From an optimization exercise on the open Yosys and OpenROAD flow, aimed at small area; shortcuts taken in it are not production practice.
In this exercise RTL edits were held to simulation tests only and were not proved equivalent to the original.
No driver is modelled on the clock port, so clocking that relies on it looks cheaper here than on a real chip.
Power is estimated from default activity; no workload was simulated.

==> module fir_symm_tdm, before the edit <==
module fir_symm_tdm #(
  parameter int unsigned DATA_W    = fir_pkg::DEF_DATA_W,
  parameter int unsigned COEF_W    = fir_pkg::DEF_COEF_W,
  parameter int unsigned TAPS      = fir_pkg::DEF_TAPS,
  parameter int unsigned OUT_SHIFT = 16
) (
  input  logic                          clk,
  input  logic                          rst,
  input  logic                          clear,
  input  logic                          in_valid,
  output logic                          in_ready,
  input  logic [DATA_W-1:0]             in_data,
  input  logic                          coef_we,
  input  logic [5:0]                    coef_addr,
  input  logic [COEF_W-1:0]             coef_wdata,
  output logic                          out_valid,
  output logic [DATA_W-1:0]             out_data,
  output logic                          out_sat
);
  localparam int unsigned H     = TAPS / 2;
  localparam int unsigned AW    = 6;
  localparam int unsigned NDIG  = fir_pkg::NDIG;
  localparam int unsigned ACC_W = fir_pkg::ACC_W;
  localparam logic signed [ACC_W-1:0] RND_C = ACC_W'(1) << (OUT_SHIFT - 1);
  typedef enum logic [1:0] {
    ST_IDLE = 2'd0,
    ST_ZERO = 2'd1,
    ST_ADJ  = 2'd2,
    ST_PASS = 2'd3
  } state_e;
  state_e        st_q;
  logic [AW-1:0] ph_q, ph_d;    
  logic [3:0]    dig_q;         
  logic          out_valid_q;
  logic          accept;
  logic          ph_last;
  logic          len_a;         
  logic          inj_b;         
  logic          short_b;       
  assign ph_last  = (ph_q == AW'(H - 1));
  assign ph_d     = ph_last ? '0 : ph_q + AW'(1);
  assign in_ready = (st_q == ST_IDLE) && ph_last && !clear && !rst;
  assign accept   = in_valid && in_ready;
  assign len_a    = (st_q == ST_ADJ) && ((dig_q == '0) || (ph_q == '0));
  assign short_b  = (st_q == ST_ADJ) && (dig_q == '0) && (ph_q != '0);
  assign inj_b    = (st_q == ST_ZERO) || ((st_q == ST_ADJ) && (dig_q == 4'd1) && (ph_q == '0));
  always_ff @(posedge clk or posedge rst) begin
    if (rst) begin
      st_q        <= ST_ZERO;
      ph_q        <= '0;
      dig_q       <= '0;
      out_valid_q <= 1'b0;
    end else begin
      ph_q        <= ph_d;
      out_valid_q <= 1'b0;
      if (clear) begin
        st_q  <= ST_ZERO;
        dig_q <= '0;
      end else begin
        case (st_q)
          ST_ZERO: begin
            if (ph_last) begin
              dig_q <= dig_q + 4'd1;
              if (dig_q == 4'd3) begin
                st_q  <= ST_IDLE;
                dig_q <= '0;
              end
            end
          end
          ST_IDLE: begin
            if (accept) st_q <= ST_ADJ;
          end
          ST_ADJ: begin
            if (ph_last) begin
              dig_q <= dig_q + 4'd1;
              if (dig_q == 4'd1) begin
                st_q  <= ST_PASS;
                dig_q <= '0;
              end
            end
          end
          default: begin   
            if (ph_last) begin
              dig_q <= dig_q + 4'd1;
              if (dig_q == 4'(NDIG - 1)) begin
                st_q        <= ST_IDLE;
                dig_q       <= '0;
                out_valid_q <= 1'b1;
              end
            end
          end
        endcase
      end
    end
  end
  logic [H-1:0][DATA_W-1:0] ra_q;
  logic [DATA_W-1:0]        xa;        
  logic [H-2:0][DATA_W-1:0] rb_q;
  logic [DATA_W-1:0]        yb_q;
  logic [DATA_W-1:0]        a_in;
  always_comb begin
    if (st_q == ST_ZERO) a_in = '0;
    else if (len_a)      a_in = xa;
    else if (accept)     a_in = in_data;
    else                 a_in = ra_q[0];
  end
  always_ff @(posedge clk) begin
    for (int unsigned i = 0; i + 1 < H; i++) ra_q[i] <= ra_q[i+1];
    ra_q[H-1] <= a_in;
    for (int unsigned i = 0; i + 2 < H; i++) rb_q[i] <= rb_q[i+1];
    rb_q[H-2] <= inj_b ? ra_q[0] : (short_b ? rb_q[0] : yb_q);
    yb_q      <= rb_q[0];
  end
  logic [COEF_W-1:0] c_head;
  logic [COEF_W:0]   coef_x;     
  logic [2:0]        bwin;
  fir_coef_ram #(
    .DEPTH  (H),
    .COEF_W (COEF_W),
    .AW     (AW)
  ) u_coef_ram (
    .clk     (clk),
    .rst     (rst),
    .we      (coef_we),
    .waddr   (coef_addr),
    .wdata   (coef_wdata),
    .ph_next (ph_d),
    .head    (c_head)
  );
  assign coef_x = {c_head, 1'b0};
  always_comb begin
    bwin = '0;
    for (int unsigned d = 0; d < NDIG; d++) begin
      if (st_q == ST_PASS && dig_q == 4'(d)) bwin = coef_x[2*d +: 3];
    end
  end
  logic signed [DATA_W:0]   pre;
  logic                     b_neg, b_two, b_one;
  logic signed [DATA_W+1:0] pmag;
  logic signed [ACC_W-1:0]  acc_q, acc_src, acc_add;
  assign pre   = $signed({ra_q[0][DATA_W-1], ra_q[0]}) + $signed({rb_q[0][DATA_W-1], rb_q[0]});
  assign b_neg = bwin[2] && !(bwin[1] && bwin[0]);
  assign b_one = bwin[1] ^ bwin[0];
  assign b_two = (bwin == 3'b011) || (bwin == 3'b100);
  always_comb begin
    if (b_two)      pmag = {pre, 1'b0};
    else if (b_one) pmag = {pre[DATA_W], pre};
    else            pmag = '0;
    acc_add = ACC_W'(pmag) ^ {ACC_W{b_neg}};
    if (st_q != ST_PASS)                   acc_src = ACC_W'(ra_q[0]);
    else if (ph_q == '0 && dig_q == '0)    acc_src = RND_C;
    else if (ph_q == '0)                   acc_src = acc_q >>> 2;
    else                                   acc_src = acc_q;
  end
  always_ff @(posedge clk) begin
    acc_q <= acc_src + acc_add + ACC_W'(b_neg);
  end
  assign xa = acc_q[DATA_W-1:0];
  logic sat_hi, sat_lo;
  assign sat_hi    = !acc_q[ACC_W-1] && (acc_q[ACC_W-2:DATA_W-1] != '0);
  assign sat_lo    =  acc_q[ACC_W-1] && (acc_q[ACC_W-2:DATA_W-1] != '1);
  assign out_valid = out_valid_q;
  assign out_sat   = sat_hi || sat_lo;
  assign out_data  = sat_hi ? {1'b0, {(DATA_W-1){1'b1}}} :
                     sat_lo ? {1'b1, {(DATA_W-1){1'b0}}} : acc_q[DATA_W-1:0];
endmodule
Settings: LEC_CHECK=0, ABC_AREA=1, CAP_MARGIN=20, CORE_MARGIN=2, CORE_UTILIZATION=70, SLEW_MARGIN=20; clock period 12.0 ns.
standard.sh (not shown) runs the stock make flow with config.mk's settings and CLKGATE_MAP_FILE= SYNTH_SCRIPT=/design/flow/synth_recipe.tcl, a recipe that flattens the netlist after the stock synthesis.
==> flow/flow/run.sh <==
#!/bin/bash
# The standard layout (standard.sh) with these changes:
#  - synthesis is the standard flow's own script, except that ABC maps the logic with
#    flow/abc_area.script, an area-only mapping (flip-flops are not touched);
#  - clock tree synthesis adds no dummy loads and clusters up to 30 flip-flops
#    within 80 um per leaf buffer;
#  - after clock tree synthesis, flow/downsize_clk.tcl gives each clock buffer
#    the smallest clkbuf that keeps the slew at the pins it drives within 105 ps,
#    and flow/downsize_logic.tcl gives each other buffer and logic cell the
#    smallest drive strength that keeps the slew it drives within 0.75 ns and
#    setup met;
#  - the port buffers are the smallest buffer cell.
# All tool output goes to standard_flow.log and to the ORFS logs under orfs/logs.
set -euo pipefail
work=$PWD
std=$(sed -n 's/.* SYNTH_SCRIPT=\([^ ]*\) .*/\1/p' standard.sh)
[[ -n "$std" ]]
cat > my_synth.tcl <<TCL
proc abc {args} {
  set i [lsearch -exact \$args -script]
  if {\$i >= 0} { lset args [expr {\$i + 1}] $work/flow/abc_area.script }
  yosys abc {*}\$args
}
source $std
TCL
sed "s# SYNTH_SCRIPT=[^ ]* # SYNTH_SCRIPT=$work/my_synth.tcl #" standard.sh > my_standard.sh
grep -q "SYNTH_SCRIPT=$work/my_synth.tcl" my_standard.sh
export CTS_ARGS="-sink_clustering_enable -repair_clock_nets -dont_use_dummy_load -sink_clustering_size 30 -sink_clustering_max_diameter 80"
export POST_CTS_TCL="$work/flow/post_cts.tcl"
export BUFFER_PORTS_ARGS="-buffer_cell sky130_fd_sc_hd__buf_1"
bash my_standard.sh > standard_flow.log 2>&1
Other scripts of this flow, unchanged in this note and not shown: flow/flow/abc_area.script, flow/flow/downsize_clk.tcl, flow/flow/downsize_logic.tcl, flow/flow/post_cts.tcl
The baseline ran to the end with no violations.
Rerun with:
--- a/flow/design.v
+++ b/flow/design.v
@@ -71,19 +71,19 @@
   logic [3:0]    dig_q;         
   logic          out_valid_q;
   logic          accept;
   logic          ph_last;
   logic          len_a;         
-  logic          inj_b;         
+  logic          ld_b;          
   logic          short_b;       
   assign ph_last  = (ph_q == AW'(H - 1));
   assign ph_d     = ph_last ? '0 : ph_q + AW'(1);
   assign in_ready = (st_q == ST_IDLE) && ph_last && !clear && !rst;
   assign accept   = in_valid && in_ready;
   assign len_a    = (st_q == ST_ADJ) && ((dig_q == '0) || (ph_q == '0));
+  assign ld_b     = (st_q == ST_ZERO) || ((st_q == ST_ADJ) && (dig_q == '0) && ph_last);
   assign short_b  = (st_q == ST_ADJ) && (dig_q == '0) && (ph_q != '0);
-  assign inj_b    = (st_q == ST_ZERO) || ((st_q == ST_ADJ) && (dig_q == 4'd1) && (ph_q == '0));
   always_ff @(posedge clk or posedge rst) begin
     if (rst) begin
       st_q        <= ST_ZERO;
       ph_q        <= '0;
       dig_q       <= '0;
@@ -144,12 +144,12 @@
   end
   always_ff @(posedge clk) begin
     for (int unsigned i = 0; i + 1 < H; i++) ra_q[i] <= ra_q[i+1];
     ra_q[H-1] <= a_in;
     for (int unsigned i = 0; i + 2 < H; i++) rb_q[i] <= rb_q[i+1];
-    rb_q[H-2] <= inj_b ? ra_q[0] : (short_b ? rb_q[0] : yb_q);
-    yb_q      <= rb_q[0];
+    rb_q[H-2] <= short_b ? rb_q[0] : yb_q;
+    yb_q      <= ld_b ? ra_q[1] : rb_q[0];
   end
   logic [COEF_W-1:0] c_head;
   logic [COEF_W:0]   coef_x;     
   logic [2:0]        bwin;
   fir_coef_ram #(
Outcome: Design area hardly moves; global-route usage is lower by 1.6 points; die area hardly moves; setup slack improved by 210 ps; utilization climbs by 0.17 points; via count falls by 1.9%; sequential power drops by 24%; non-clock buffer count goes up by 11; fmax increases by 2.5%; synthesized area hardly moves; worst hold slack improved by 19 ps; combinational power falls by 31%; routed wire length shrinks by 4.6%; critical path depth does not change.

==> static timing again, ports no longer ideal <==
How much do the figures lean on ideal ports? The routed layouts below were timed once more, with nothing changed but the port constraints.
Step 1, drivers: a clkbuf_16 drives clk and a buf_2 each remaining input, both assumed.
Step 2 moves the port delays by t, midway between the first and last clock arrival at a register: inputs arrive t later, outputs are due t later. That takes back most of the time a late clock gives input paths.
Three values: ideal, step 1, step 2; two values: the first two.
run | t (ns) | setup slack, ns | worst setup path at the end | cell pins on the clock port's net
the first run | 0.738 | 3.403 / 3.403 / 3.403 | register to register | 1
the second run | 0.768 | 3.611 / 3.611 / 3.611 | register to register | 1
After both steps every run listed still meets setup and hold.
